Background: an optimization exercise with open tools, aiming at small area and a short achievable clock period. Do not read the settings as production practice. In this exercise RTL edits were held to simulation tests only and were not proved equivalent to the original. The flow treats the clock pin as an ideal source, which a real chip does not have.

File: flow/constraint.sdc
create_clock -name core_clock -period 5.2 [get_ports {clk}]
set_input_delay 1.0400 -clock core_clock [delete_from_list [all_inputs] [get_ports {clk}]]
set_output_delay 1.0400 -clock core_clock [all_outputs]
set_load 0.01 [all_outputs]
File: flow/config.mk
export PLATFORM = sky130hd
export DESIGN_NAME = rgb_to_hsl_converter_core
export DESIGN_NICKNAME = rgb_to_hsl_converter_core
export VERILOG_FILES = /design/flow/design.v
export SDC_FILE = /design/flow/constraint.sdc
export NUM_CORES = 4
export LEC_CHECK = 0
export CAP_MARGIN = 20
export CORE_MARGIN = 2
export CORE_UTILIZATION = 40
export SETUP_SLACK_MARGIN = 2.7
export SLEW_MARGIN = 20
File: flow/run.sh
#!/bin/bash
# synth_recipe.tcl (not shown) runs the flow's synth.tcl, then flattens the netlist and writes it again
# the make line also repeats each setting of config.mk as NAME=value (left out here)
make -C /OpenROAD-flow-scripts/flow DESIGN_CONFIG=/design/flow/config.mk WORK_HOME=/design/flow/orfs CLKGATE_MAP_FILE= SYNTH_SCRIPT=/design/flow/synth_recipe.tcl finish
File: flow/design.v
`timescale 1ns / 1ps
`timescale 1ns / 1ps
module rgb_to_hsl_converter_core #(
  parameter int HUE_BITS = 12
) (
  input  logic                clk,
  input  logic                rst,
  input  logic                start,
  output logic                busy,
  input  logic [23:0]         pixel,
  output logic                done,
  output logic [HUE_BITS-1:0] hue,
  output logic [7:0]          saturation,
  output logic [7:0]          lightness,
  output logic                achromatic
);
  assign busy = rst;
  logic rst_q;
  always_ff @(posedge clk) rst_q <= rst;
  logic       valid_in;
  logic [7:0] r_in, g_in, b_in;
  always_ff @(posedge clk) begin
    if (rst) valid_in <= 1'b0;
    else     valid_in <= start;
  end
  always_ff @(posedge clk) begin
    r_in <= pixel[23:16];
    g_in <= pixel[15:8];
    b_in <= pixel[7:0];
  end
  logic f1_rg, f1_rb, f1_gb, f1_bg, f1_red, f1_blu, f1_grn;
  logic [5:0] f1_x;
  logic [2:0] f1_hs, f1_ls, f1_ps, f1_qs;
  logic [1:0] f1_j;
  assign f1_rg = r_in >= g_in;
  assign f1_rb = r_in >= b_in;
  assign f1_gb = g_in >= b_in;
  assign f1_bg = b_in >= g_in;
  assign f1_red = f1_rg & f1_rb;
  assign f1_blu = ~f1_red & f1_bg;
  assign f1_grn = ~f1_red & ~f1_bg;
  assign f1_x[0] = f1_red & f1_gb;
  assign f1_x[5] = f1_red & ~f1_gb;
  assign f1_x[1] = f1_grn & f1_rb;
  assign f1_x[2] = f1_grn & ~f1_rb;
  assign f1_x[3] = f1_blu & ~f1_rg;
  assign f1_x[4] = f1_blu & f1_rg;
  assign f1_hs = {f1_blu, f1_grn, f1_red};
  assign f1_ls = {f1_x[0] | f1_x[1], f1_x[4] | f1_x[5], f1_x[2] | f1_x[3]};
  assign f1_ps = {f1_x[2] | f1_x[3], f1_x[0] | f1_x[1], f1_x[4] | f1_x[5]};
  assign f1_qs = {f1_x[0] | f1_x[5], f1_x[3] | f1_x[4], f1_x[1] | f1_x[2]};
  assign f1_j  = {f1_x[2] | f1_x[5], f1_x[1] | f1_x[4]};
  logic [7:0] f1_hi, f1_lo, f1_p, f1_q;
  assign f1_hi = ({8{f1_hs[0]}} & r_in) | ({8{f1_hs[1]}} & g_in) | ({8{f1_hs[2]}} & b_in);
  assign f1_lo = ({8{f1_ls[0]}} & r_in) | ({8{f1_ls[1]}} & g_in) | ({8{f1_ls[2]}} & b_in);
  assign f1_p  = ({8{f1_ps[0]}} & r_in) | ({8{f1_ps[1]}} & g_in) | ({8{f1_ps[2]}} & b_in);
  assign f1_q  = ({8{f1_qs[0]}} & r_in) | ({8{f1_qs[1]}} & g_in) | ({8{f1_qs[2]}} & b_in);
  logic [7:0] hi_c0;
  logic [7:0] lo_c0;
  logic [7:0] p_c0;
  logic [7:0] q_c0;
  logic [1:0] j_c0;
  logic hq_c0;
  logic valid_c0;
  always_ff @(posedge clk) begin
    valid_c0 <= valid_in & ~rst_q;
  end
  always_ff @(posedge clk) begin
    hi_c0 <= f1_hi;
    lo_c0 <= f1_lo;
    p_c0 <= f1_p;
    q_c0 <= f1_q;
    j_c0 <= f1_j;
    hq_c0 <= f1_x[3] | f1_x[4] | f1_x[5];
  end
  logic [7:0] f2_hi, f2_lo, f2_p, f2_q, f2_d, f2_y;
  logic [8:0] f2_sum;
  assign f2_hi = hi_c0;
  assign f2_lo = lo_c0;
  assign f2_p = p_c0;
  assign f2_q = q_c0;
  assign f2_d   = f2_hi - f2_lo;
  assign f2_sum = {1'b0, f2_hi} + {1'b0, f2_lo};
  assign f2_y   = f2_p - f2_q;
  logic [1:0] j_c1;
  logic hq_c1;
  logic [7:0] d_c1;
  logic [8:0] sum_c1;
  logic [7:0] y_c1;
  logic valid_c1;
  always_ff @(posedge clk) begin
    valid_c1 <= valid_c0 & ~rst_q;
  end
  always_ff @(posedge clk) begin
    j_c1 <= j_c0;
    hq_c1 <= hq_c0;
    d_c1 <= f2_d;
    sum_c1 <= f2_sum;
    y_c1 <= f2_y;
  end
  logic [9:0] f3_v, f3_jd, f3_r1;
  logic [7:0] f3_den;
  assign f3_v   = {2'b0, d_c1} + {1'b0, d_c1, 1'b0};
  assign f3_jd  = j_c1[0] ? {2'b0, d_c1} : (j_c1[1] ? {1'b0, d_c1, 1'b0} : 10'd0);
  assign f3_r1  = {2'b0, y_c1} + f3_jd;
  assign f3_den = sum_c1[8] ? 8'(9'd510 - sum_c1) : sum_c1[7:0];
  logic hq_c2;
  logic [7:0] d_c2;
  logic [9:0] v_c2;
  logic [9:0] hr_c2;
  logic [7:0] den_c2;
  logic s8_c2;
  logic valid_c2;
  always_ff @(posedge clk) begin
    valid_c2 <= valid_c1 & ~rst_q;
  end
  always_ff @(posedge clk) begin
    hq_c2 <= hq_c1;
    d_c2 <= d_c1;
    v_c2 <= f3_v;
    hr_c2 <= f3_r1;
    den_c2 <= f3_den;
    s8_c2 <= sum_c1[8];
  end
  logic [8:0] sp_slb;
  logic [7:0] sp_dm1;
  assign sp_slb = {2'b0, den_c2[7:1]} - {1'b0, d_c2};
  assign sp_dm1 = d_c2 - 8'd1;
  logic [10:0] h1_t;
  logic [11:0] h1_df;
  logic [9:0]  h1_r;
  logic [1:0]  h1_q;
  assign h1_t  = {hr_c2, 1'b0};
  assign h1_df = {1'b0, h1_t} - {2'b0, v_c2};
  assign h1_r  = h1_df[11] ? h1_t[9:0] : h1_df[9:0];
  assign h1_q  = {hq_c2, ~h1_df[11]};
  logic [1:0] hq_c3;
  logic [9:0] v_c3;
  logic [9:0] hr_c3;
  logic [7:0] den_c3;
  logic s8_c3;
  logic [7:0] sr_c3;
  logic [7:0] sl_c3;
  logic valid_c3;
  always_ff @(posedge clk) begin
    valid_c3 <= valid_c2 & ~rst_q;
  end
  always_ff @(posedge clk) begin
    hq_c3 <= h1_q;
    v_c3 <= v_c2;
    hr_c3 <= h1_r;
    den_c3 <= den_c2;
    s8_c3 <= s8_c2;
    sr_c3 <= (sp_slb[8] ? sp_dm1 : d_c2);
    sl_c3 <= sp_slb[7:0];
  end
  logic [8:0] s0_t;
  logic [9:0] s0_df;
  logic [7:0] s0_r;
  assign s0_t  = {sr_c3, sl_c3[7]};
  assign s0_df = {1'b0, s0_t} - {2'b0, den_c3};
  assign s0_r  = s0_df[9] ? s0_t[7:0] : s0_df[7:0];
  logic [10:0] h2_t;
  logic [11:0] h2_df;
  logic [9:0]  h2_r;
  logic [2:0]  h2_q;
  assign h2_t  = {hr_c3, 1'b0};
  assign h2_df = {1'b0, h2_t} - {2'b0, v_c3};
  assign h2_r  = h2_df[11] ? h2_t[9:0] : h2_df[9:0];
  assign h2_q  = {hq_c3, ~h2_df[11]};
  logic [2:0] hq_c4;
  logic [9:0] v_c4;
  logic [9:0] hr_c4;
  logic [7:0] den_c4;
  logic s8_c4;
  logic [7:0] sr_c4;
  logic [7:0] sl_c4;
  logic sq_c4;
  logic valid_c4;
  always_ff @(posedge clk) begin
    valid_c4 <= valid_c3 & ~rst_q;
  end
  always_ff @(posedge clk) begin
    hq_c4 <= h2_q;
    v_c4 <= v_c3;
    hr_c4 <= h2_r;
    den_c4 <= den_c3;
    s8_c4 <= s8_c3;
    sr_c4 <= s0_r;
    sl_c4 <= sl_c3;
    sq_c4 <= ~s0_df[9];
  end
  logic [8:0] s1_t;
  logic [9:0] s1_df;
  logic [7:0] s1_r;
  assign s1_t  = {sr_c4, sl_c4[6]};
  assign s1_df = {1'b0, s1_t} - {2'b0, den_c4};
  assign s1_r  = s1_df[9] ? s1_t[7:0] : s1_df[7:0];
  logic [1:0] s1_q;
  assign s1_q  = {sq_c4, ~s1_df[9]};
  logic [10:0] h3_t;
  logic [11:0] h3_df;
  logic [9:0]  h3_r;
  logic [3:0]  h3_q;
  assign h3_t  = {hr_c4, v_c4[9]};
  assign h3_df = {1'b0, h3_t} - {2'b0, v_c4};
  assign h3_r  = h3_df[11] ? h3_t[9:0] : h3_df[9:0];
  assign h3_q  = {hq_c4, ~h3_df[11]};
  logic [3:0] hq_c5;
  logic [9:0] v_c5;
  logic [9:0] hr_c5;
  logic [7:0] den_c5;
  logic s8_c5;
  logic [7:0] sr_c5;
  logic [7:0] sl_c5;
  logic [1:0] sq_c5;
  logic valid_c5;
  always_ff @(posedge clk) begin
    valid_c5 <= valid_c4 & ~rst_q;
  end
  always_ff @(posedge clk) begin
    hq_c5 <= h3_q;
    v_c5 <= v_c4;
    hr_c5 <= h3_r;
    den_c5 <= den_c4;
    s8_c5 <= s8_c4;
    sr_c5 <= s1_r;
    sl_c5 <= sl_c4;
    sq_c5 <= s1_q;
  end
  logic [8:0] s2_t;
  logic [9:0] s2_df;
  logic [7:0] s2_r;
  assign s2_t  = {sr_c5, sl_c5[5]};
  assign s2_df = {1'b0, s2_t} - {2'b0, den_c5};
  assign s2_r  = s2_df[9] ? s2_t[7:0] : s2_df[7:0];
  logic [2:0] s2_q;
  assign s2_q  = {sq_c5, ~s2_df[9]};
  logic [10:0] h4_t;
  logic [11:0] h4_df;
  logic [9:0]  h4_r;
  logic [4:0]  h4_q;
  assign h4_t  = {hr_c5, v_c5[8]};
  assign h4_df = {1'b0, h4_t} - {2'b0, v_c5};
  assign h4_r  = h4_df[11] ? h4_t[9:0] : h4_df[9:0];
  assign h4_q  = {hq_c5, ~h4_df[11]};
  logic [4:0] hq_c6;
  logic [9:0] v_c6;
  logic [9:0] hr_c6;
  logic [7:0] den_c6;
  logic s8_c6;
  logic [7:0] sr_c6;
  logic [7:0] sl_c6;
  logic [2:0] sq_c6;
  logic valid_c6;
  always_ff @(posedge clk) begin
    valid_c6 <= valid_c5 & ~rst_q;
  end
  always_ff @(posedge clk) begin
    hq_c6 <= h4_q;
    v_c6 <= v_c5;
    hr_c6 <= h4_r;
    den_c6 <= den_c5;
    s8_c6 <= s8_c5;
    sr_c6 <= s2_r;
    sl_c6 <= sl_c5;
    sq_c6 <= s2_q;
  end
  logic [8:0] s3_t;
  logic [9:0] s3_df;
  logic [7:0] s3_r;
  assign s3_t  = {sr_c6, sl_c6[4]};
  assign s3_df = {1'b0, s3_t} - {2'b0, den_c6};
  assign s3_r  = s3_df[9] ? s3_t[7:0] : s3_df[7:0];
  logic [3:0] s3_q;
  assign s3_q  = {sq_c6, ~s3_df[9]};
  logic [10:0] h5_t;
  logic [11:0] h5_df;
  logic [9:0]  h5_r;
  logic [5:0]  h5_q;
  assign h5_t  = {hr_c6, v_c6[7]};
  assign h5_df = {1'b0, h5_t} - {2'b0, v_c6};
  assign h5_r  = h5_df[11] ? h5_t[9:0] : h5_df[9:0];
  assign h5_q  = {hq_c6, ~h5_df[11]};
  logic [5:0] hq_c7;
  logic [9:0] v_c7;
  logic [9:0] hr_c7;
  logic [7:0] den_c7;
  logic s8_c7;
  logic [7:0] sr_c7;
  logic [7:0] sl_c7;
  logic [3:0] sq_c7;
  logic valid_c7;
  always_ff @(posedge clk) begin
    valid_c7 <= valid_c6 & ~rst_q;
  end
  always_ff @(posedge clk) begin
    hq_c7 <= h5_q;
    v_c7 <= v_c6;
    hr_c7 <= h5_r;
    den_c7 <= den_c6;
    s8_c7 <= s8_c6;
    sr_c7 <= s3_r;
    sl_c7 <= sl_c6;
    sq_c7 <= s3_q;
  end
  logic [8:0] s4_t;
  logic [9:0] s4_df;
  logic [7:0] s4_r;
  assign s4_t  = {sr_c7, sl_c7[3]};
  assign s4_df = {1'b0, s4_t} - {2'b0, den_c7};
  assign s4_r  = s4_df[9] ? s4_t[7:0] : s4_df[7:0];
  logic [4:0] s4_q;
  assign s4_q  = {sq_c7, ~s4_df[9]};
  logic [10:0] h6_t;
  logic [11:0] h6_df;
  logic [9:0]  h6_r;
  logic [6:0]  h6_q;
  assign h6_t  = {hr_c7, v_c7[6]};
  assign h6_df = {1'b0, h6_t} - {2'b0, v_c7};
  assign h6_r  = h6_df[11] ? h6_t[9:0] : h6_df[9:0];
  assign h6_q  = {hq_c7, ~h6_df[11]};
  logic [6:0] hq_c8;
  logic [9:0] v_c8;
  logic [9:0] hr_c8;
  logic [7:0] den_c8;
  logic s8_c8;
  logic [7:0] sr_c8;
  logic [7:0] sl_c8;
  logic [4:0] sq_c8;
  logic valid_c8;
  always_ff @(posedge clk) begin
    valid_c8 <= valid_c7 & ~rst_q;
  end
  always_ff @(posedge clk) begin
    hq_c8 <= h6_q;
    v_c8 <= v_c7;
    hr_c8 <= h6_r;
    den_c8 <= den_c7;
    s8_c8 <= s8_c7;
    sr_c8 <= s4_r;
    sl_c8 <= sl_c7;
    sq_c8 <= s4_q;
  end
  logic [8:0] s5_t;
  logic [9:0] s5_df;
  logic [7:0] s5_r;
  assign s5_t  = {sr_c8, sl_c8[2]};
  assign s5_df = {1'b0, s5_t} - {2'b0, den_c8};
  assign s5_r  = s5_df[9] ? s5_t[7:0] : s5_df[7:0];
  logic [5:0] s5_q;
  assign s5_q  = {sq_c8, ~s5_df[9]};
  logic [10:0] h7_t;
  logic [11:0] h7_df;
  logic [9:0]  h7_r;
  logic [7:0]  h7_q;
  assign h7_t  = {hr_c8, v_c8[5]};
  assign h7_df = {1'b0, h7_t} - {2'b0, v_c8};
  assign h7_r  = h7_df[11] ? h7_t[9:0] : h7_df[9:0];
  assign h7_q  = {hq_c8, ~h7_df[11]};
  logic [7:0] hq_c9;
  logic [9:0] v_c9;
  logic [9:0] hr_c9;
  logic [7:0] den_c9;
  logic s8_c9;
  logic [7:0] sr_c9;
  logic [7:0] sl_c9;
  logic [5:0] sq_c9;
  logic valid_c9;
  always_ff @(posedge clk) begin
    valid_c9 <= valid_c8 & ~rst_q;
  end
  always_ff @(posedge clk) begin
    hq_c9 <= h7_q;
    v_c9 <= v_c8;
    hr_c9 <= h7_r;
    den_c9 <= den_c8;
    s8_c9 <= s8_c8;
    sr_c9 <= s5_r;
    sl_c9 <= sl_c8;
    sq_c9 <= s5_q;
  end
  logic [8:0] s6_t;
  logic [9:0] s6_df;
  logic [7:0] s6_r;
  assign s6_t  = {sr_c9, sl_c9[1]};
  assign s6_df = {1'b0, s6_t} - {2'b0, den_c9};
  assign s6_r  = s6_df[9] ? s6_t[7:0] : s6_df[7:0];
  logic [6:0] s6_q;
  assign s6_q  = {sq_c9, ~s6_df[9]};
  logic [10:0] h8_t;
  logic [11:0] h8_df;
  logic [9:0]  h8_r;
  logic [8:0]  h8_q;
  assign h8_t  = {hr_c9, v_c9[4]};
  assign h8_df = {1'b0, h8_t} - {2'b0, v_c9};
  assign h8_r  = h8_df[11] ? h8_t[9:0] : h8_df[9:0];
  assign h8_q  = {hq_c9, ~h8_df[11]};
  logic [8:0] hq_c10;
  logic [9:0] v_c10;
  logic [9:0] hr_c10;
  logic [7:0] den_c10;
  logic s8_c10;
  logic [7:0] sr_c10;
  logic [7:0] sl_c10;
  logic [6:0] sq_c10;
  logic valid_c10;
  always_ff @(posedge clk) begin
    valid_c10 <= valid_c9 & ~rst_q;
  end
  always_ff @(posedge clk) begin
    hq_c10 <= h8_q;
    v_c10 <= v_c9;
    hr_c10 <= h8_r;
    den_c10 <= den_c9;
    s8_c10 <= s8_c9;
    sr_c10 <= s6_r;
    sl_c10 <= sl_c9;
    sq_c10 <= s6_q;
  end
  logic [8:0] s7_t;
  logic [9:0] s7_df;
  logic [7:0] s7_r;
  assign s7_t  = {sr_c10, sl_c10[0]};
  assign s7_df = {1'b0, s7_t} - {2'b0, den_c10};
  assign s7_r  = s7_df[9] ? s7_t[7:0] : s7_df[7:0];
  logic [7:0] s7_q;
  assign s7_q  = {sq_c10, ~s7_df[9]};
  logic [10:0] h9_t;
  logic [11:0] h9_df;
  logic [9:0]  h9_r;
  logic [9:0]  h9_q;
  assign h9_t  = {hr_c10, v_c10[3]};
  assign h9_df = {1'b0, h9_t} - {2'b0, v_c10};
  assign h9_r  = h9_df[11] ? h9_t[9:0] : h9_df[9:0];
  assign h9_q  = {hq_c10, ~h9_df[11]};
  logic [9:0] hq_c11;
  logic [9:0] v_c11;
  logic [9:0] hr_c11;
  logic [7:0] den_c11;
  logic s8_c11;
  logic [7:0] sq_c11;
  logic valid_c11;
  always_ff @(posedge clk) begin
    valid_c11 <= valid_c10 & ~rst_q;
  end
  always_ff @(posedge clk) begin
    hq_c11 <= h9_q;
    v_c11 <= v_c10;
    hr_c11 <= h9_r;
    den_c11 <= den_c10;
    s8_c11 <= s8_c10;
    sq_c11 <= s7_q;
  end
  logic [10:0] h10_t;
  logic [11:0] h10_df;
  logic [9:0]  h10_r;
  logic [10:0]  h10_q;
  assign h10_t  = {hr_c11, v_c11[2]};
  assign h10_df = {1'b0, h10_t} - {2'b0, v_c11};
  assign h10_r  = h10_df[11] ? h10_t[9:0] : h10_df[9:0];
  assign h10_q  = {hq_c11, ~h10_df[11]};
  logic [10:0] hq_c12;
  logic [9:0] v_c12;
  logic [9:0] hr_c12;
  logic [7:0] den_c12;
  logic s8_c12;
  logic [7:0] sq_c12;
  logic valid_c12;
  always_ff @(posedge clk) begin
    valid_c12 <= valid_c11 & ~rst_q;
  end
  always_ff @(posedge clk) begin
    hq_c12 <= h10_q;
    v_c12 <= v_c11;
    hr_c12 <= h10_r;
    den_c12 <= den_c11;
    s8_c12 <= s8_c11;
    sq_c12 <= sq_c11;
  end
  logic [10:0] h11_t;
  logic [11:0] h11_df;
  logic [9:0]  h11_r;
  logic [11:0]  h11_q;
  assign h11_t  = {hr_c12, v_c12[1]};
  assign h11_df = {1'b0, h11_t} - {2'b0, v_c12};
  assign h11_r  = h11_df[11] ? h11_t[9:0] : h11_df[9:0];
  assign h11_q  = {hq_c12, ~h11_df[11]};
  logic h11_gray;
  assign h11_gray = (v_c12 == 10'd0);
  logic [8:0] o_sum;
  assign o_sum = s8_c12 ? 9'(9'd510 - {1'b0, den_c12}) : {1'b0, den_c12};
  always_ff @(posedge clk) begin
    if (rst) done <= 1'b0;
    else     done <= valid_c12 & ~rst_q;
  end
  always_ff @(posedge clk) begin
    hue        <= h11_gray ? 12'd0 : h11_q;
    saturation <= h11_gray ? 8'd0 : sq_c12;
    lightness  <= 8'(({1'b0, o_sum} + 10'd1) >> 1);
    achromatic <= h11_gray;
  end
endmodule
==> results.txt, run 1 <==
- Worst Hold Class: flip-flop to flip-flop
- Setup violators final: 0
- Largest net degree at the start of global routing: 36
- Vias post-DR: roughly 17000
- Asr flop ratio synth: 0
- DR vias/cell: between 4 and 5
- Port Buffers: 57
- Endpoint class of the critical path: flip-flop
- Non-filler instance count after layout: about 3500
- Max Freq: roughly 400 MHz
- Reg-to-Reg End: lo_c0[2]
- Clock latency on the worst-skew pair: around 0.60 ns
- Vias in the first global route: 17600
- FILL cells: 5793
- Final Core Density: 0.4743
- R2r worst-path depth: 8
- Max_cap viols: 0
- Final worst path period share: 0.4724
- Outcome: timing/DRC/antenna clean
- Final min period: 2.456 ns
- Mux share of post-synthesis cell area: 0.05894
- Post-synth EDFFs: 0
- Post-Syn Instances: 2446
- Post-Route WL: 46.98 mm
- Overall routing resource usage: 0.1405
- Root Buffer: clkbuf_16
- Critical R2R Launch: g_in[4]
- Yosys reg bits: roughly 660
- Crit-path max FO: 7
- DRC: 0
- Core Footprint: 64350 um2
- Simple-gate share of the synthesized area: 0.09546
- Row cnt: 93
- Top cells by count, synth: 656 x dfxtp_1, 270 x inv_1, 243 x ha_1
- # IOs: a little under 60
- ANT cells: 0
- First-pass GRT wire length: between 70 and 80 mm
- Initial Utilization: 0.4041
- Hold Vio Cnt, Final: 0
- Width of the die: ~260 um
- Largest cells by area after synthesis: dfxtp_1 51%, ha_1 12%, xnor2_1 3.9%
- Post-synth top area share: 0.5050
- Setup TNS: 0 ns
- Die height: roughly 260 um
- CTS tree: built
- Arrival @ worst endpoint: just under 3 ns
- CP Launch Type: flip-flop
- Pins Over Slew Limit: 0
- Cells after DPL: 3336
- Worst Hold Path EP: sq_c9[4]
- Initial DRC Count: about 680
- Clk slew on worst S/H paths: about 0.060 ns
- Area added between synthesis and finish: 17.36%
- Count leader, synth: dfxtp_1
- Post-synthesis cell type count: just under 70
- Hold Path Depth: 0
- R2R setup slack: ~2.7 ns
- Num CTS Buffers: 71
- Avg Inst Size Synth: roughly 11 um2
- Clock Sinks: about 660
- Largest area contributor in the netlist: dfxtp_1
- DR WL/cell: 13.44 um
- Adder-cell share of the synthesized area: 0.1346
- Max_slew headroom: 0.4069
- Clk buf depth: 3
- DIE AREA: about 67000 um2
- YS warnings: 1
- Post-synthesis compound-gate area fraction: 0.1181
- GP Congestion: between 0.8 and 0.9
- Ys flop type: dfxtp_1
- DRT antenna net count: 0
- Fin area: approximately 31000 um2
- Critical Setup Path Class: flip-flop to flip-flop
- Hold Crit Start: sq_c8[3]
- Initial antenna violation count: 0
- Total gr overflow: 0
- Share of cells above drive strength 1: 0.1197
- Mapped cell area: approximately 26000 um2
- Number of H-tree levels: 3
- Drt first pass iters: 7
- HPWL Detailed: between 30 and 40 mm
- Setup Skew: roughly 0.014 ns
- Sequential fraction of the synthesis area: 0.5050
- Worst slew pin tran: about 0.88 ns
- XOR/XNOR share of the synthesized area: 0.04345
- Largest family of logic cells by synthesized area: adder cells
- DP Area: 27560 um2
- Syn nets: approximately 2700
- Req. time, crit path: approximately 5.7 ns
- Unrepaired setup endpoints after global routing: true
- Nets: between 2000 and 3000
-- flip-flops by register name, indices dropped and copies added, names as in the netlist, 10 cells and up --
signal and cells:
hq_c12 11, hr_c12 10, hr_c8 10, hue 12, hr_c6 10, hr_c11 10
hr_c7 10, hr_c5 10, hr_c9 10, hq_c11 10, hr_c3 10, hr_c10 10
hr_c2 10, hr_c4 10
-- worst max-delay path, cell delays in order (launching register included) --
cell and delay [ns]:
dfxtp_1 0.39, inv_1 0.12, ha_1 0.31, and3_1 0.19, o21a_2 0.22, o31a_1 0.35
nor4_4 0.08, or2_4 0.30, a221o_1 0.37
-- per-layer routing --
metal,vias to the layer above,wire length (um),track usage
met3,115,1675,0.03037
met5,-,0,0
li1,8676,-,-
met4,0,1888,0.06535
met1,7779,18310,0.1388
met2,252,25110,0.2758
-- logic make-up (layout without fill, tap and decap cells) --
family / after synthesis / in the layout
adder cells (fa/ha/maj): 266 / 266
XOR/XNOR: 129 / 129
buffers and inverters: 299 / 492
AO/OA/AOI/OAI: 460 / 461
AND/OR/NAND/NOR: 497 / 498
flip-flops: 656 / 656
multiplexers: 139 / 139
-- what timing repair did --
item / CTS / global route
buffers inserted: 11 / 22
resized for setup: 57 / 52
hold buffers: 0 / 0
endpoints found under the setup margin: 97 / 126
pin swaps: 7 / 16
cloned: 0 / 3
-- layout make-up --
class                      instances  area, um2  share of cell area
clock buffer                     100       2120             0.06945
clock inverter                    24      272.8            0.008937
inverter                         270       1013             0.03321
multi-input combinational       1493      12040              0.3945
sequential                       656      13140              0.4306
tap                              855       1070             0.03505
timing repair buffer              98      862.1             0.02825
-- layout by cell type (no fill, tap or decap), types with 13 or more instances in the layout --
cell type and count:
dfxtp_1 651, xor2_1 13, a21boi_0 19, nor2_1 130, and2_1 24, mux2_2 77
nor3_1 62, fa_1 23, inv_1 268, ha_1 241, buf_4 38, nor2b_1 61
nand3_1 39, clkdlybuf4s50_1 25, mux2i_1 44, dlygate4sd2_1 29, o21a_1 42, xnor2_1 116
a21oi_1 93, clkbuf_8 17, a211oi_1 29, a21o_1 24, o21ai_0 110, nand2b_1 21
clkbuf_16 74, nand2_1 83
-- how the worst max path moves through the flow --
stage / startpoint / to / slack (ns) / cells after the start
5_1_grt: v_c6[1] / hr_c7[6] / 2.67 / 9
6_report: g_in[4] / lo_c0[2] / 2.74 / 8
2_1_floorplan: g_in[7] / lo_c0[2] / 2.95 / 9
3_3_place_gp: rst / busy / 2.06 / 2
3_5_place_dp: rst / busy / 2.05 / 2
4_1_cts: rst / busy / 2.62 / 2
-- per-stage QoR --
step                hold WS, ns  worst slack (ns)
floorplan                0.3096             2.951
global placement         0.3100             2.057
detailed placement       0.3121             2.046
CTS                      0.3058             2.620
global route             0.3158             2.675
finish                   0.3117             2.744
==> inputs of run 2 (changes only) <==
--- a/flow/config.mk
+++ b/flow/config.mk
@@ -10,3 +10,3 @@
 export CORE_UTILIZATION = 40
-export SETUP_SLACK_MARGIN = 2.7
+export SETUP_SLACK_MARGIN = 2.9
 export SLEW_MARGIN = 20
==> results.txt, run 2 <==
- Syn nets: 2739 (unchanged)
- Post-Route WL: 48.83 mm (was 46.98 mm)
- Non-filler instance count after layout: 3546 (was 3496)
- Number of H-tree levels: 3 (unchanged)
- DP Area: 27560 um2 (unchanged)
- Clk buf depth: 3 (unchanged)
- DR WL/cell: 13.77 um (was 13.44 um)
- Clock Sinks: 656 (unchanged)
- Critical Path Max Stage Delay: 0.14 ns (was 0.39 ns)
- Nets: 2933 (was 2883)
- Unrepaired setup endpoints after global routing: true (unchanged)
- HPWL Detailed: 34.26 mm (unchanged)
- Largest area contributor in the netlist: dfxtp_1 (unchanged)
- Clk slew on worst S/H paths: 0.06 ns (about the same)
- ANT cells: 0 (unchanged)
- First-pass GRT wire length: 81.62 mm (was 78.83 mm)
- # IOs: 58 (unchanged)
- Root Buffer: clkbuf_16 (unchanged)
- Initial Utilization: 0.4041 (unchanged)
- Max reg flops: 12 (unchanged)
- Avg Inst Size Synth: 10.63 um2 (unchanged)
- Initial DRC Count: 635 (was 683)
- Share of cells above drive strength 1: 0.1843 (was 0.1197)
- Top cells by count, synth: 656 x dfxtp_1, 270 x inv_1, 243 x ha_1 (unchanged)
- Num CTS Buffers: 71 (unchanged)
- Arrival @ worst endpoint: 1.28 ns (was 2.92 ns)
- Bufs and invs on worst path: 2 (was 1)
- Outcome: timing/DRC/antenna clean (unchanged)
- Commonest non-fill, non-tap cell in the layout: dfxtp_1 (unchanged)
- Largest cells by area after synthesis: dfxtp_1 51%, ha_1 12%, xnor2_1 3.9% (unchanged)
- Die height: 259.0 um (unchanged)
- Endpoint class of the critical path: output port (was flip-flop)
- Final worst path period share: 0.4467 (was 0.4724)
- DRC: 0 (unchanged)
- Crit-path max FO: 4 (was 7)
- Setup Skew: 0.01479 ns (was 0.01379 ns)
- Count leader, synth: dfxtp_1 (unchanged)
- Fin area: 31730 um2 (was 30520 um2)
- Post-synth EDFFs: 0 (unchanged)
- Most frequent cells in the layout: 609 x dfxtp_1, 255 x inv_1, 216 x ha_1 (was 651 x dfxtp_1, 268 x inv_1, 241 x ha_1)
- Asr flop ratio synth: 0 (unchanged)
- YS warnings: 1 (unchanged)
- Sequential fraction of the synthesis area: 0.5050 (unchanged)
- Critical path's top delay family: buffers and inverters (was compound AO/OA/AOI/OAI gates)
- Post-synth top area share: 0.5050 (unchanged)
- DR vias/cell: 4.845 (was 4.812)
- Initial antenna violation count: 0 (unchanged)
- CP Launch Type: primary input (was flip-flop)
- Top reg by flops: hue (unchanged)
- Final hold slack: 0.3116 ns (was 0.3117 ns)
- Setup slack after placement: 2.046 ns (unchanged)
- Total gr overflow: 0 (unchanged)
- Largest net degree at the start of global routing: 36 (unchanged)
- Max_cap viols: 0 (unchanged)
- Core Footprint: 64350 um2 (unchanged)
- Worst Hold Class: flip-flop to flip-flop (unchanged)
- Area added between synthesis and finish: 22.03% (was 17.36%)
- Yosys reg bits: 656 (unchanged)
- GP Congestion: 0.8313 (unchanged)
- Setup TNS: 0 ns (unchanged)
- Width of the die: 259.0 um (unchanged)
- Vias post-DR: 17180 (was 16820)
- DIE AREA: 67070 um2 (unchanged)
- Clock latency on the worst-skew pair: 0.60 ns (about the same)
- CP Cell Sequence: clkbuf_2, buf_2 (was inv_1, ha_1, and3_1, o21a_2, o31a_1, nor4_4, or2_4, a221o_1)
- Setup violators final: 0 (unchanged)
- Port Buffers: 57 (unchanged)
- Row cnt: 93 (unchanged)
- Vias in the first global route: 17910 (was 17600)
- Largest registers: hue x12, hq_c12 x11 (unchanged)
- Final Core Density: 0.4931 (was 0.4743)
- Overall routing resource usage: 0.1461 (was 0.1405)
- Hold Vio Cnt, Final: 0 (unchanged)
- Critical Setup Path Class: primary input to output port (was flip-flop to flip-flop)
- Max_slew headroom: 0.3429 (was 0.4069)
- Pins Over Slew Limit: 0 (unchanged)
- Post-synthesis cell type count: 69 (unchanged)
- Ys flop type: dfxtp_1 (unchanged)
- Final worst slack: 2.877 ns (was 2.744 ns)
- Worst slew pin tran: 0.9754 ns (was 0.8804 ns)
- FILL cells: 5648 (was 5793)
- Cells after DPL: 3336 (unchanged)
- CTS tree: built (unchanged)
- Mapped cell area: 26000 um2 (unchanged)
- Slowest CP cell: buf_2 (was dfxtp_1)
- Drt first pass iters: 5 (was 7)
- DRT antenna net count: 0 (unchanged)
- Max Freq: 430.5 MHz (was 407.1 MHz)
- Final min period: 2.323 ns (was 2.456 ns)
- Post-Syn Instances: 2446 (unchanged)
- Req. time, crit path: 4.16 ns (was 5.67 ns)
-- run 2: layer usage --
layer	GRT usage	vias to the layer above	wire [um]
met5	0	-	0
met2	0.2898	268	26390
met4	0.06631	0	1874
met3	0.03066	117	1716
li1	-	8785	-
met1	0.1431	8010	18850
-- run 2: cell type report --
type                       count  area (um2)  share of cell area
clock buffer                 100        2120             0.06679
clock inverter                24       272.8            0.008596
inverter                     270        1021             0.03217
multi-input combinational   1495       12760              0.4023
sequential                   656       13210              0.4163
tap                          855        1070             0.03371
timing repair buffer         146        1276             0.04022
-- run 2: worst paths after layout --
check / slack [ns] / start / cells past startpoint / end
worst max-delay path: 2.88 / rst / 2 / busy
worst min register to register: 0.31 / sq_c8[3] / 0 / sq_c9[4]
worst min-delay path: 0.31 / sq_c8[3] / 0 / sq_c9[4]
worst max register to register: 2.91 / v_c3[1] / 8 / hr_c4[8]
-- run 2: cells by family (layout without fill, tap and decap cells) --
logic type,count (synthesis),count (layout),share of synthesized area
adders and majority gates,266,266,0.1346
muxes,139,139,0.05894
buffers and inverters,299,540,0.04441
and+or+nand+nor,497,498,0.09546
AOI/OAI and AO/OA,460,463,0.1181
DFF,656,656,0.5050
xor gates and xnor gates,129,129,0.04345
-- run 2: what timing repair did --
item,4_1_cts,5_1_grt
setup endpoints to repair,202,158
gates resized for setup,191,122
pin swaps,46,75
gates cloned,6,0
hold buffers,0,0
setup buffers,51,29
==> inputs of run 3 (changes only) <==
--- a/flow/config.mk
+++ b/flow/config.mk
@@ -10,3 +10,3 @@
 export CORE_UTILIZATION = 40
-export SETUP_SLACK_MARGIN = 2.9
+export SETUP_SLACK_MARGIN = 3.1
 export SLEW_MARGIN = 20
==> results.txt, run 3 <==
- Endpoint class of the critical path: flip-flop (was output port)
- Critical Path Max Stage Delay: 0.38 ns (was 0.14 ns)
- Final Core Density: 0.5249 (was 0.4931)
- Max_cap viols: 0 (unchanged)
- Critical Setup Path Class: flip-flop to flip-flop (was primary input to output port)
- YS warnings: 1 (unchanged)
- Drt first pass iters: 5 (unchanged)
- Post-Route WL: 50.90 mm (was 48.83 mm)
- Post-synthesis compound-gate area fraction: 0.1181 (unchanged)
- Total gr overflow: 0 (unchanged)
- Vias in the first global route: 18320 (was 17910)
- Syn nets: 2739 (unchanged)
- Hold Path Depth: 0 (unchanged)
- Simple-gate share of the synthesized area: 0.09546 (unchanged)
- DR WL/cell: 14.05 um (was 13.77 um)
- Hold buffer count at CTS: 0 (unchanged)
- Max Freq: 425.9 MHz (was 430.5 MHz)
- Mux share of post-synthesis cell area: 0.05894 (unchanged)
- Top reg by flops: hue (unchanged)
- CTS tree: built (unchanged)
- DRC: 0 (unchanged)
- Cells after DPL: 3332 (was 3336)
- Req. time, crit path: 5.69 ns (was 4.16 ns)
- Setup TNS: 0 ns (unchanged)
- Die height: 259.0 um (unchanged)
- Setup slack after placement: 2.049 ns (was 2.046 ns)
- Worst slew pin tran: 0.8332 ns (was 0.9754 ns)
- Post-synthesis cell type count: 69 (unchanged)
- Final min period: 2.348 ns (was 2.323 ns)
- Post-Syn Instances: 2446 (unchanged)
- Clock latency on the worst-skew pair: 0.61 ns (was 0.60 ns)
- Arrival @ worst endpoint: 2.84 ns (was 1.28 ns)
- Slowest CP cell: o41a_1 (was buf_2)
- Asr flop ratio synth: 0 (unchanged)
- GP Congestion: 0.8485 (was 0.8313)
- Post-synth top area share: 0.5050 (unchanged)
- Hold Vio Cnt, Final: 0 (unchanged)
- Share of cells above drive strength 1: 0.2866 (was 0.1843)
- Avg Inst Size Synth: 10.63 um2 (unchanged)
- Bufs and invs on worst path: 3 (was 2)
- Initial antenna violation count: 0 (unchanged)
- Final worst path period share: 0.4515 (was 0.4467)
- Sequential fraction of the synthesis area: 0.5050 (unchanged)
- Port Buffers: 57 (unchanged)
- Non-filler instance count after layout: 3622 (was 3546)
- CP Launch Type: flip-flop (was primary input)
- Top cells by count, synth: 656 x dfxtp_1, 270 x inv_1, 243 x ha_1 (unchanged)
- Crit-path most repeated cell: buf_6
- Pins Over Slew Limit: 0 (unchanged)
- Width of the die: 259.0 um (unchanged)
- Initial Utilization: 0.4041 (unchanged)
- Clk slew on worst S/H paths: 0.06 ns (about the same)
- Root Buffer: clkbuf_16 (unchanged)
- Most Crowded Layer GR: met2 (unchanged)
- DIE AREA: 67070 um2 (unchanged)
- Critical path's top delay family: compound AO/OA/AOI/OAI gates (was buffers and inverters)
- R2r worst-path depth: 10 (was 8)
- Largest registers: hue x12, hq_c12 x11 (unchanged)
- DR vias/cell: 4.882 (was 4.845)
- Row cnt: 93 (unchanged)
- Unrepaired setup endpoints after global routing: true (unchanged)
- DRT antenna net count: 0 (unchanged)
- Largest family of logic cells by synthesized area: adder cells (unchanged)
- Mapped cell area: 26000 um2 (unchanged)
- Overall routing resource usage: 0.1476 (was 0.1461)
- Met2 Use GR: 0.2920 (was 0.2898)
- Met3 Usage GRT: 0.02871 (was 0.03066)
- XOR/XNOR share of the synthesized area: 0.04345 (unchanged)
- First-pass GRT wire length: 82.91 mm (was 81.62 mm)
- Vias post-DR: 17680 (was 17180)
- Crit-path max FO: 6 (was 4)
- CP Cell Sequence: inv_2, ha_4, nor2b_4, o31a_1, o41a_1, o21ai_2, o211ai_1, buf_6, buf_6, mux2_4 (was clkbuf_2, buf_2)
- Nets: 3007 (was 2933)
- Max reg flops: 12 (unchanged)
- Final worst slack: 2.852 ns (was 2.877 ns)
- Ys flop type: dfxtp_1 (unchanged)
- Largest net degree at the start of global routing: 20 (was 36)
- Num CTS Buffers: 70 (was 71)
- Count leader, synth: dfxtp_1 (unchanged)
- Setup Skew: 0.01931 ns (was 0.01479 ns)
- Yosys reg bits: 656 (unchanged)
- Max_slew headroom: 0.4386 (was 0.3429)
- Setup violators final: 0 (unchanged)
- Number of H-tree levels: 3 (unchanged)
- Worst Hold Class: flip-flop to flip-flop (unchanged)
- Commonest non-fill, non-tap cell in the layout: dfxtp_1 (unchanged)
- # IOs: 58 (unchanged)
- Adder-cell share of the synthesized area: 0.1346 (unchanged)
- Core Footprint: 64350 um2 (unchanged)
- Met1 usage: 0.1472 (was 0.1431)
- Clock Sinks: 656 (unchanged)
- Post-synth EDFFs: 0 (unchanged)
- ANT cells: 0 (unchanged)
- Largest cells by area after synthesis: dfxtp_1 51%, ha_1 12%, xnor2_1 3.9% (unchanged)
- Largest area contributor in the netlist: dfxtp_1 (unchanged)
- Initial DRC Count: 712 (was 635)
- Clk buf depth: 3 (unchanged)
- Outcome: timing/DRC/antenna clean (unchanged)
- Most frequent cells in the layout: 576 x dfxtp_1, 239 x inv_1, 168 x ha_1 (was 609 x dfxtp_1, 255 x inv_1, 216 x ha_1)
- HPWL Detailed: 33.24 mm (was 34.26 mm)
- Stages on the worst setup path: 10 (was 2)
- Area added between synthesis and finish: 29.88% (was 22.03%)
==> run 3: cell count changes in the layout (fill, tap and decap cells not counted), sizes merged <==
| cell | delta |
|---|---|
| clkinv | -2 |
| inv | +1 |
| buf | +101 |
| o211ai | -1 |
| clkbuf | +2 |
| dlygate4sd2 | -30 |
| o21a | +3 |
| bufinv | +4 |
| clkinvlp | -2 |
==> run 3: final cells by class <==
| type | instances | area, um2 |
|---|---|---|
| clock buffers | 100 | 2027 |
| clock inverters | 25 | 376.6 |
| multi-input cells | 1497 | 13990 |
| well taps | 855 | 1070 |
| fillers | 5343 | 30570 |
| flip-flops and latches | 656 | 13270 |
| inverters | 270 | 1036 |
| repair buffers | 219 | 2011 |
==> run 3: worst reg2reg max path: stages (launching register included) <==
cell	delay, ns
dfxtp_2	0.33
inv_2	0.04
ha_4	0.20
nor2b_4	0.12
o31a_1	0.27
o41a_1	0.38
o21ai_2	0.19
o211ai_1	0.14
buf_6	0.17
buf_6	0.13
mux2_4	0.28
==> run 3: path summary, 6_finish.rpt <==
path / from / slack (ns) / endpoint
max: v_c4[1] / 2.85 / hr_c5[8]
min: sl_c4[3] / 0.31 / sl_c5[3]
max reg2reg: v_c4[1] / 2.85 / hr_c5[8]
min reg2reg: sl_c4[3] / 0.31 / sl_c5[3]
==> run 3: timing repair <==
item                                    4_1_cts  5_1_grt
buffers inserted                            122       32
endpoints found under the setup margin      252      230
cloned                                        9        2
pin swaps                                   112      110
resized for setup                           483      216
==> run 3: through the flow <==
stage               area [um2]  hold slack, ns
global route             33770          0.3136
CTS                      32550          0.3094
detailed placement       27690          0.3121
floorplan                26200          0.3096
finish                   33770          0.3055
global placement         27690          0.3097
==> run 3: per-layer routing <==
metal / vias up / wire length (um)
met5: - / 0
met4: 0 / 2129
met3: 153 / 1854
met2: 316 / 27730
met1: 8268 / 19180
li1: 8946 / -
==> run 3: logic make-up (layout without fill, tap and decap cells) <==
kind of cell	after synthesis	count (layout)
buffers and inverters	299	614
DFF	656	656
AOI/OAI and AO/OA	460	465
muxes	139	139
adders and majority gates	266	266
xor gates and xnor gates	129	129
and+or+nand+nor	497	498
==> inputs of run 4 (changes only) <==
--- a/flow/config.mk
+++ b/flow/config.mk
@@ -10,3 +10,5 @@
 export CORE_UTILIZATION = 40
-export SETUP_SLACK_MARGIN = 3.1
+export CTS_BUF_LIST = sky130_fd_sc_hd__clkbuf_8
+export CTS_CLUSTER_SIZE = 20
+export SETUP_SLACK_MARGIN = 2.9
 export SLEW_MARGIN = 20
==> results.txt, run 4 <==
- Setup Skew: 0.03201 ns (was 0.01931 ns)
- Hold Vio Cnt, Final: 0 (unchanged)
- Top cells by count, synth: 656 x dfxtp_1, 270 x inv_1, 243 x ha_1 (unchanged)
- Clock Sinks: 656 (unchanged)
- Non-filler instance count after layout: 3618 (was 3622)
- Max_slew headroom: 0.3801 (was 0.4386)
- Max reg flops: 12 (unchanged)
- Largest net degree at the start of global routing: 36 (was 20)
- Hold buffer count at CTS: 0 (unchanged)
- Post-synthesis compound-gate area fraction: 0.1181 (unchanged)
- Setup violators final: 0 (unchanged)
- Initial Utilization: 0.4041 (unchanged)
- Syn nets: 2739 (unchanged)
- Bufs and invs on worst path: 2 (was 3)
- Root Buffer: clkbuf_8 (was clkbuf_16)
- YS warnings: 1 (unchanged)
- DRT antenna net count: 0 (unchanged)
- Crit-path max FO: 4 (was 6)
- Clk slew on worst S/H paths: 0.06 ns (about the same)
- Initial antenna violation count: 1 (was 0)
- Nets: 2969 (was 3007)
- XOR/XNOR share of the synthesized area: 0.04345 (unchanged)
- Post-synthesis cell type count: 69 (unchanged)
- CP Launch Type: primary input (was flip-flop)
- CP Cell Sequence: clkbuf_2, buf_2 (was inv_2, ha_4, nor2b_4, o31a_1, o41a_1, o21ai_2, o211ai_1, buf_6, buf_6, mux2_4)
- DP Area: 27560 um2 (was 27690 um2)
- Critical path's top delay family: buffers and inverters (was compound AO/OA/AOI/OAI gates)
- Critical Path Max Stage Delay: 0.14 ns (was 0.38 ns)
- Initial DRC Count: 673 (was 712)
- Drt first pass iters: 5 (unchanged)
- DIE AREA: 67070 um2 (unchanged)
- Overall routing resource usage: 0.1464 (was 0.1476)
- Mapped cell area: 26000 um2 (unchanged)
- R2R setup slack: 2.92 ns (was 2.85 ns)
- Commonest non-fill, non-tap cell in the layout: dfxtp_1 (unchanged)
- Post-synth EDFFs: 0 (unchanged)
- Top reg by flops: hue (unchanged)
- Port Buffers: 57 (unchanged)
- # IOs: 58 (unchanged)
- Count leader, synth: dfxtp_1 (unchanged)
- Die height: 259.0 um (unchanged)
- CTS tree: built (unchanged)
- Cells after DPL: 3336 (was 3332)
- Final worst path period share: 0.4467 (was 0.4515)
- DR vias/cell: 4.808 (was 4.882)
- Share of cells above drive strength 1: 0.2125 (was 0.2866)
- Core Footprint: 64350 um2 (unchanged)
- Area added between synthesis and finish: 21.79% (was 29.88%)
- Worst Hold Class: flip-flop to flip-flop (unchanged)
- Asr flop ratio synth: 0 (unchanged)
- Clk buf depth: 3 (unchanged)
- Vias post-DR: 17400 (was 17680)
- Avg Inst Size Synth: 10.63 um2 (unchanged)
- Vias in the first global route: 18110 (was 18320)
- Total gr overflow: 0 (unchanged)
- GP Congestion: 0.8313 (was 0.8485)
- Critical Setup Path Class: primary input to output port (was flip-flop to flip-flop)
- First-pass GRT wire length: 81.82 mm (was 82.91 mm)
- Setup TNS: 0 ns (unchanged)
- DR WL/cell: 13.64 um (was 14.05 um)
- DRC: 0 (unchanged)
- Endpoint class of the critical path: output port (was flip-flop)
- Largest registers: hue x12, hq_c12 x11 (unchanged)
- Worst slew pin tran: 0.9201 ns (was 0.8332 ns)
- Final hold slack: 0.3058 ns (was 0.3055 ns)
- Post-synth top area share: 0.5050 (unchanged)
- Max Freq: 430.5 MHz (was 425.9 MHz)
- Clock latency on the worst-skew pair: 0.72 ns (was 0.61 ns)
- Num CTS Buffers: 108 (was 70)
- Ys flop type: dfxtp_1 (unchanged)
- Max_cap viols: 0 (unchanged)
- Final min period: 2.323 ns (was 2.348 ns)
- Crit path from: rst (was v_c4[1])
- Arrival @ worst endpoint: 1.28 ns (was 2.84 ns)
- Critical R2R Launch: r_in[3] (was v_c4[1])
- Yosys reg bits: 656 (unchanged)
- Largest area contributor in the netlist: dfxtp_1 (unchanged)
- Sequential fraction of the synthesis area: 0.5050 (unchanged)
- Row cnt: 93 (unchanged)
- Adder-cell share of the synthesized area: 0.1346 (unchanged)
- Number of H-tree levels: 3 (unchanged)
- Mux share of post-synthesis cell area: 0.05894 (unchanged)
- Slowest CP cell: buf_2 (was o41a_1)
- Most frequent cells in the layout: 608 x dfxtp_1, 280 x inv_1, 214 x ha_1 (was 576 x dfxtp_1, 239 x inv_1, 168 x ha_1)
- Fin area: 31670 um2 (was 33770 um2)
- Unrepaired setup endpoints after global routing: true (unchanged)
- Simple-gate share of the synthesized area: 0.09546 (unchanged)
- Hold Crit Start: s8_c5 (was sl_c4[3])
- HPWL Detailed: 34.26 mm (was 33.24 mm)
- Largest family of logic cells by synthesized area: adder cells (unchanged)
- Pins Over Slew Limit: 0 (unchanged)
- Largest cells by area after synthesis: dfxtp_1 51%, ha_1 12%, xnor2_1 3.9% (unchanged)
- Post-Route WL: 49.36 mm (was 50.90 mm)
- Req. time, crit path: 4.16 ns (was 5.69 ns)
- Outcome: timing/DRC/antenna clean (unchanged)
- Post-Syn Instances: 2446 (unchanged)
- Width of the die: 259.0 um (unchanged)
## run 4: cell types whose count changed in the layout (fill, tap and decap cells not counted), moves of 25 or more
cell / previous run / this run
ha_1: 168 / 214
inv_1: 239 / 280
clkbuf_8: 12 / 141
mux2_2: 28 / 68
clkbuf_16: 75 / 2
buf_6: 43 / 3
ha_4: 62 / 24
dfxtp_1: 576 / 608
buf_4: 111 / 81
mux2_4: 66 / 27
o21ai_0: 80 / 105
## run 4: cell families (layout without fill, tap and decap cells)
family / count (synthesis) / count (layout)
compound gates: 460 / 462
xor+xnor: 129 / 129
fa+ha+maj: 266 / 266
buf+inv: 299 / 612
flops: 656 / 656
mux: 139 / 139
other cells: 0 / 1
simple gates: 497 / 498
## run 4: routing by layer
layer / wire (um) / GRT usage / vias up
met2: 26340 / 0.2865 / 292
met4: 2166 / 0.07017 / 0
met1: 19040 / 0.1435 / 8088
li1: - / - / 8875
met5: 0 / 0 / -
met3: 1808 / 0.03329 / 140
## run 4: area by class of cell
type                    count  area, um2
clock inverters            55      559.3
diodes                      1      2.502
multi-input cells        1494      12710
repair buffers            146       1162
fillers                  5718      32680
well taps                 855       1070
flip-flops and latches    656      13210
inverters                 270       1021
clock buffers             141       1941
## run 4: final timing paths
| kind | to | cells past startpoint |
|---|---|---|
| max | busy | 2 |
| min | s8_c6 | 0 |
| max reg2reg | p_c0[4] | 9 |
| min reg2reg | s8_c6 | 0 |
## run 4: metrics by stage
step           worst slack (ns)    util
2_1_floorplan             2.951       -
3_3_place_gp              2.057  0.4282
3_5_place_dp              2.046  0.4283
4_1_cts                   2.707  0.4814
5_1_grt                   2.840  0.4922
6_report                  2.877  0.4922
## run 4: repair_timing
item / CTS / global route
pin swaps: 41 / 69
setup buffers: 49 / 31
cloned: 4 / 1
gates resized for setup: 271 / 121
endpoints found under the setup margin: 199 / 159
==> inputs of run 5 (changes only) <==
--- a/flow/config.mk
+++ b/flow/config.mk
@@ -10,4 +10,4 @@
 export CORE_UTILIZATION = 40
-export CTS_BUF_LIST = sky130_fd_sc_hd__clkbuf_8
-export CTS_CLUSTER_SIZE = 20
+export CTS_CLUSTER_DIAMETER = 150
+export CTS_CLUSTER_SIZE = 30
 export SETUP_SLACK_MARGIN = 2.9
==> results.txt, run 5 <==
- Port Buffers: 57 (unchanged)
- Max Freq: 436.2 MHz (was 430.5 MHz)
- First-pass GRT wire length: 78.72 mm (was 81.82 mm)
- Crit-path max FO: 5 (was 4)
- CTS tree: built (unchanged)
- DR vias/cell: 4.852 (was 4.808)
- Area added between synthesis and finish: 15.69% (was 21.79%)
- Share of cells above drive strength 1: 0.1624 (was 0.2125)
- Final Core Density: 0.4675 (was 0.4922)
- DR WL/cell: 13.73 um (was 13.64 um)
- Max reg flops: 12 (unchanged)
- DRC: 0 (unchanged)
- Final worst path period share: 0.4409 (was 0.4467)
- Post-Syn Instances: 2446 (unchanged)
- Nets: 2891 (was 2969)
- Most frequent cells in the layout: 609 x dfxtp_1, 253 x inv_1, 216 x ha_1 (was 608 x dfxtp_1, 280 x inv_1, 214 x ha_1)
- Ys flop type: dfxtp_1 (unchanged)
- Clock latency on the worst-skew pair: 0.60 ns (was 0.72 ns)
- Largest area contributor in the netlist: dfxtp_1 (unchanged)
- Row cnt: 93 (unchanged)
- Post-Route WL: 47.42 mm (was 49.36 mm)
- Largest registers: hue x12, hq_c12 x11 (unchanged)
- Setup violators final: 0 (unchanged)
- Syn nets: 2739 (unchanged)
- Width of the die: 259.0 um (unchanged)
- Critical Path Max Stage Delay: 0.37 ns (was 0.14 ns)
- Post-synthesis cell type count: 69 (unchanged)
- Final worst slack: 2.907 ns (was 2.877 ns)
- Clock Sinks: 656 (unchanged)
- Initial Utilization: 0.4041 (unchanged)
- GP Congestion: 0.8313 (unchanged)
- CP Launch Type: flip-flop (was primary input)
- Req. time, crit path: 5.68 ns (was 4.16 ns)
- Vias post-DR: 16760 (was 17400)
- Arrival @ worst endpoint: 2.77 ns (was 1.28 ns)
- Die height: 259.0 um (unchanged)
- Max_cap viols: 0 (unchanged)
- Count leader, synth: dfxtp_1 (unchanged)
- Largest net degree at the start of global routing: 36 (unchanged)
- DIE AREA: 67070 um2 (unchanged)
- Endpoint class of the critical path: flip-flop (was output port)
- Yosys reg bits: 656 (unchanged)
- CP Cell Sequence: inv_2, ha_4, nor2b_4, o31a_1, o41a_1, o21ai_2, o211ai_1, buf_4, mux2_1 (was clkbuf_2, buf_2)
- Core Footprint: 64350 um2 (unchanged)
- Number of H-tree levels: 1 (was 3)
- Pins Over Slew Limit: 0 (unchanged)
- Clk buf depth: 3 (unchanged)
- Overall routing resource usage: 0.1390 (was 0.1464)
- Setup slack after placement: 2.046 ns (unchanged)
- Avg Inst Size Synth: 10.63 um2 (unchanged)
- HPWL Detailed: 34.26 mm (unchanged)
- Total gr overflow: 0 (unchanged)
- FILL cells: 5824 (was 5718)
- Clk slew on worst S/H paths: 0.11 ns (was 0.06 ns)
- Critical Setup Path Class: flip-flop to flip-flop (was primary input to output port)
- Hold Vio Cnt, Final: 0 (unchanged)
- Max_slew headroom: 0.3670 (was 0.3801)
- Setup TNS: 0 ns (unchanged)
- DRT antenna net count: 0 (unchanged)
- Asr flop ratio synth: 0 (unchanged)
- Sequential fraction of the synthesis area: 0.5050 (unchanged)
- Cells after DPL: 3336 (unchanged)
- Initial antenna violation count: 0 (was 1)
- YS warnings: 1 (unchanged)
- Largest cells by area after synthesis: dfxtp_1 51%, ha_1 12%, xnor2_1 3.9% (unchanged)
- Slowest CP cell: o41a_1 (was buf_2)
- Setup Skew: 0.01675 ns (was 0.03201 ns)
- Mapped cell area: 26000 um2 (unchanged)
- Top reg by flops: hue (unchanged)
- Unrepaired setup endpoints after global routing: true (unchanged)
- # IOs: 58 (unchanged)
- Commonest non-fill, non-tap cell in the layout: dfxtp_1 (unchanged)
- Outcome: timing/DRC/antenna clean (unchanged)
- Initial DRC Count: 645 (was 673)
- Worst slew pin tran: 0.9396 ns (was 0.9201 ns)
- Post-synth EDFFs: 0 (unchanged)
- FF+latch area: 13210 um2 (about the same)
- Non-filler instance count after layout: 3453 (was 3618)
- Post-synth top area share: 0.5050 (unchanged)
- Worst Hold Class: flip-flop to flip-flop (unchanged)
- Final min period: 2.293 ns (was 2.323 ns)
- Hold buffer count at CTS: 0 (unchanged)
- Num CTS Buffers: 25 (was 108)
- ANT cells: 0 (was 1)
- Root Buffer: clkbuf_16 (was clkbuf_8)
- Drt first pass iters: 5 (unchanged)
- Area of the multi-input gates: 12820 um2 (was 12710 um2)
- Top cells by count, synth: 656 x dfxtp_1, 270 x inv_1, 243 x ha_1 (unchanged)
- Vias in the first global route: 17350 (was 18110)
[run 5: changes by cell type in the layout (fill, tap and decap cells not counted), sizes merged]
cell / change
a31o: +1
buf: -24
bufinv: -9
clkbuf: -118
clkdlybuf4s15: +2
clkinv: -14
clkinvlp: -1
diode: -1
dlygate4sd2: +28
inv: -29
[run 5: worst paths after layout]
| path | start | end | slack [ns] | cells after the start |
|---|---|---|---|---|
| worst min-delay path | hq_c4[0] | hq_c5[1] | 0.33 | 0 |
| worst max-delay path | v_c9[1] | hr_c10[2] | 2.91 | 9 |
| worst max register to register | v_c9[1] | hr_c10[2] | 2.91 | 9 |
| worst min register to register | hq_c4[0] | hq_c5[1] | 0.33 | 0 |
[run 5: logic make-up after synthesis]
group | share of synthesized area
DFF | 0.5050
and+or+nand+nor | 0.09546
AOI/OAI and AO/OA | 0.1181
buffers and inverters | 0.04441
adders and majority gates | 0.1346
muxes | 0.05894
xor gates and xnor gates | 0.04345
[run 5: critical path: cells and delay by family (launching register included)]
family          cells  cell delay [ns]
buf+inv             2             0.25
fa+ha+maj           1             0.22
mux                 1             0.32
flops               1             0.35
simple gates        1             0.12
compound gates      4             0.92
[run 5: routing by layer]
layer,global-route usage,part of all wire,vias to the layer above
met2,0.2845,0.55,195
met4,0.05620,0.036,0
met3,0.01513,0.026,87
met5,0,0,-
met1,0.1402,0.39,7831
li1,-,-,8642
[run 5: what timing repair did]
item,4_1_cts,5_1_grt
setup buffers,47,37
pin swaps,35,66
endpoints found under the hold margin,0,0
gates resized for setup,178,153
setup endpoints to repair,200,156
cloned,4,2
[run 5: area by class of cell]
type	instances	share of cell area
tap	855	0.03556
multi-input combinational	1495	0.4261
clock inverter	2	0.001289
timing repair buffer	150	0.04313
inverter	270	0.03402
sequential	656	0.4391
clock buffer	25	0.02080
[run 5: through the flow]
stage / hold WS (ns) / area [um2]
final: 0.3315 / 30080
after global routing: 0.3300 / 30080
after CTS: 0.3272 / 29190
after detailed placement: 0.3121 / 27560
after global placement: 0.3100 / 27560
after floorplan: 0.3096 / 26000
==> inputs of run 6 (changes only) <==
--- a/flow/config.mk
+++ b/flow/config.mk
@@ -9,3 +9,3 @@
 export CORE_MARGIN = 2
-export CORE_UTILIZATION = 40
+export CORE_UTILIZATION = 60
 export CTS_CLUSTER_DIAMETER = 150
==> results.txt, run 6 <==
- Final Core Density: 0.6901 (was 0.4675)
- Clock latency on the worst-skew pair: 0.59 ns (was 0.60 ns)
- Max reg flops: 12 (unchanged)
- Reg-to-Reg End: hr_c3[4] (was hr_c10[2])
- Hold Path Depth: 0 (unchanged)
- Vias in the first global route: 16720 (was 17350)
- Setup violators final: 0 (unchanged)
- Avg Inst Size Synth: 10.63 um2 (unchanged)
- Sequential fraction of the synthesis area: 0.5050 (unchanged)
- Area added between synthesis and finish: 13.80% (was 15.69%)
- Setup Skew: 0.02288 ns (was 0.01675 ns)
- Row cnt: 76 (was 93)
- R2R setup slack: 2.90 ns (was 2.91 ns)
- Syn nets: 2739 (unchanged)
- Worst slew pin tran: 0.8749 ns (was 0.9396 ns)
- Share of cells above drive strength 1: 0.1585 (was 0.1624)
- Port Buffers: 57 (unchanged)
- Largest net degree at the start of global routing: 36 (unchanged)
- Final worst path period share: 0.4430 (was 0.4409)
- FILL cells: 3223 (was 5824)
- Arrival @ worst endpoint: 2.79 ns (was 2.77 ns)
- Fin area: 29590 um2 (was 30080 um2)
- Count leader, synth: dfxtp_1 (unchanged)
- Max_cap viols: 0 (unchanged)
- Hold buffer count at CTS: 0 (unchanged)
- Post-synth top area share: 0.5050 (unchanged)
- Nets: 2899 (was 2891)
- Critical R2R Launch: v_c2[1] (was v_c9[1])
- Num CTS Buffers: 25 (unchanged)
- Total gr overflow: 0 (unchanged)
- Mapped cell area: 26000 um2 (unchanged)
- Unrepaired setup endpoints after global routing: true (unchanged)
- Setup TNS: 0 ns (unchanged)
- Area of the multi-input gates: 12640 um2 (was 12820 um2)
- Post-synth EDFFs: 0 (unchanged)
- Clk buf depth: 3 (unchanged)
- CTS tree: built (unchanged)
- DR WL/cell: 14.89 um (was 13.73 um)
- Initial Utilization: 0.6064 (was 0.4041)
- Critical Setup Path Class: flip-flop to flip-flop (unchanged)
- Post-Route WL: 47.52 mm (was 47.42 mm)
- Critical path's top delay family: compound AO/OA/AOI/OAI gates (unchanged)
- Most frequent cells in the layout: 613 x dfxtp_1, 258 x inv_1, 222 x ha_1 (was 609 x dfxtp_1, 253 x inv_1, 216 x ha_1)
- Initial antenna violation count: 0 (unchanged)
- Width of the die: 212.2 um (was 259.0 um)
- Number of H-tree levels: 1 (unchanged)
- Critical Path Max Stage Delay: 0.38 ns (was 0.37 ns)
- Top reg by flops: hue (unchanged)
- YS warnings: 1 (unchanged)
- Yosys reg bits: 656 (unchanged)
- Post-Syn Instances: 2446 (unchanged)
- # IOs: 58 (unchanged)
- Final min period: 2.304 ns (was 2.293 ns)
- Core Footprint: 42890 um2 (was 64350 um2)
- Clk slew on worst S/H paths: 0.10 ns (was 0.11 ns)
- Root Buffer: clkbuf_16 (unchanged)
- Vias post-DR: 16950 (was 16760)
- DP Area: 27220 um2 (was 27560 um2)
- Hold Vio Cnt, Final: 0 (unchanged)
- Final worst slack: 2.896 ns (was 2.907 ns)
- HPWL Detailed: 34.12 mm (was 34.26 mm)
- CP Cell Sequence: inv_2, ha_4, nor2b_4, o31a_1, o41a_1, o21ai_4, o211ai_4, mux2_4 (was inv_2, ha_4, nor2b_4, o31a_1, o41a_1, o21ai_2, o211ai_1, buf_4, mux2_1)
- Largest area contributor in the netlist: dfxtp_1 (unchanged)
- Initial DRC Count: 597 (was 645)
- Largest registers: hue x12, hq_c12 x11 (unchanged)
- Ys flop type: dfxtp_1 (unchanged)
- Top cells by count, synth: 656 x dfxtp_1, 270 x inv_1, 243 x ha_1 (unchanged)
- Max Freq: 434.1 MHz (was 436.2 MHz)
- Die height: 212.2 um (was 259.0 um)
- GP Congestion: 0.8551 (was 0.8313)
- DRT antenna net count: 0 (unchanged)
- Cells after DPL: 3066 (was 3336)
- First-pass GRT wire length: 75.67 mm (was 78.72 mm)
- R2r worst-path depth: 8 (was 9)
- Req. time, crit path: 5.68 ns (about the same)
- FF+latch area: 13200 um2 (was 13210 um2)
- Bufs and invs on worst path: 1 (was 2)
- Worst Hold Path EP: sl_c8[2] (was hq_c5[1])
- Hold Crit Start: sl_c7[2] (was hq_c4[0])
- Max_slew headroom: 0.4106 (was 0.3670)
- Clock Sinks: 656 (unchanged)
- Drt first pass iters: 5 (unchanged)
- Pins Over Slew Limit: 0 (unchanged)
- Endpoint class of the critical path: flip-flop (unchanged)
- Final hold slack: 0.3218 ns (was 0.3315 ns)
- CP Launch Type: flip-flop (unchanged)
- DR vias/cell: 5.310 (was 4.852)
- Worst Hold Class: flip-flop to flip-flop (unchanged)
- Overall routing resource usage: 0.2045 (was 0.1390)
- Setup slack after placement: 2.032 ns (was 2.046 ns)
- DIE AREA: 45020 um2 (was 67070 um2)
- Outcome: timing/DRC/antenna clean (unchanged)
- Commonest non-fill, non-tap cell in the layout: dfxtp_1 (unchanged)
- Crit-path max FO: 5 (unchanged)
- Largest cells by area after synthesis: dfxtp_1 51%, ha_1 12%, xnor2_1 3.9% (unchanged)
- Slowest CP cell: o41a_1 (unchanged)
- Asr flop ratio synth: 0 (unchanged)
- Post-synthesis cell type count: 69 (unchanged)
- Non-filler instance count after layout: 3191 (was 3453)
- DRC: 0 (unchanged)
[run 6: per-layer routing]
| metal | GRT usage | part of all wire | vias up |
|---|---|---|---|
| li1 | - | - | 8678 |
| met1 | 0.2223 | 0.41 | 7954 |
| met2 | 0.4041 | 0.53 | 214 |
| met3 | 0.02230 | 0.025 | 99 |
| met4 | 0.07479 | 0.032 | 0 |
| met5 | 0 | 0 | - |
[run 6: cell families (layout without fill, tap and decap cells)]
logic type               Yosys count  count (layout)  synth area share
AND/OR/NAND/NOR                  497             498           0.09546
AO/OA/AOI/OAI                    460             464            0.1181
buffers and inverters            299             453           0.04441
other                              0               1                 0
adder cells (fa/ha/maj)          266             266            0.1346
flip-flops                       656             656            0.5050
XOR/XNOR                         129             129           0.04345
multiplexers                     139             139           0.05894
[run 6: final cells by class]
| cell class | instances | area share |
|---|---|---|
| flip-flops and latches | 656 | 0.4462 |
| multi-input cells | 1496 | 0.4273 |
| repair buffers | 157 | 0.04503 |
| inverters | 270 | 0.03458 |
| well taps | 585 | 0.02473 |
| clock buffers | 25 | 0.02114 |
| clock inverters | 1 | 0.001015 |
| diodes | 1 | 0.00008456 |
[run 6: how the worst max path moves through the flow]
stage                 start       end  slack, ns  cells after the start
detailed placement      rst      busy       2.03                      2
global route        d_c2[2]  sr_c3[5]       2.83                      8
floorplan           g_in[7]  lo_c0[2]       2.95                      9
finish              v_c2[1]  hr_c3[4]       2.90                      8
CTS                     rst      busy       2.68                      2
global placement        rst      busy       2.06                      2
[run 6: timing repair]
action,in CTS,in global routing
gates cloned,5,3
setup buffers,43,47
hold endpoints to repair,0,0
pin swaps,31,70
gates resized for setup,147,144
setup endpoints to repair,203,176

## afterwards: timing with drivers on the ports
The flow's constraints put no driver on any port. The routed layouts listed below were extracted and timed again, unchanged, in two steps. Step 1 assumes that a clkbuf_16 drives the clock port and a buf_2 every other input. Step 2 moves the port delays by t, midway between the first and last clock arrival at a register: inputs arrive t later, outputs are due t later. That takes back most of the time a late clock gives input paths. Three values: ideal, step 1, step 2; two values: the first two.
run	shift t [ns]	slack for setup (ns)	cell pins on the clock port's net
run 1	0.654	2.744 / 2.731 / 2.731	1
run 2	0.653	2.877 / 2.853 / 2.853	1
run 3	0.655	2.852 / 2.852 / 2.852	1
run 4	0.754	2.877 / 2.853 / 2.853	1
run 5	0.650	2.907 / 2.880 / 2.880	1
run 6	0.635	2.896 / 2.873 / 2.873	1
After both steps every run listed still meets setup and hold. For run 5, which loses most, drivers alone change the setup slack by -0.027 ns; drivers and shift together by -0.027 ns.
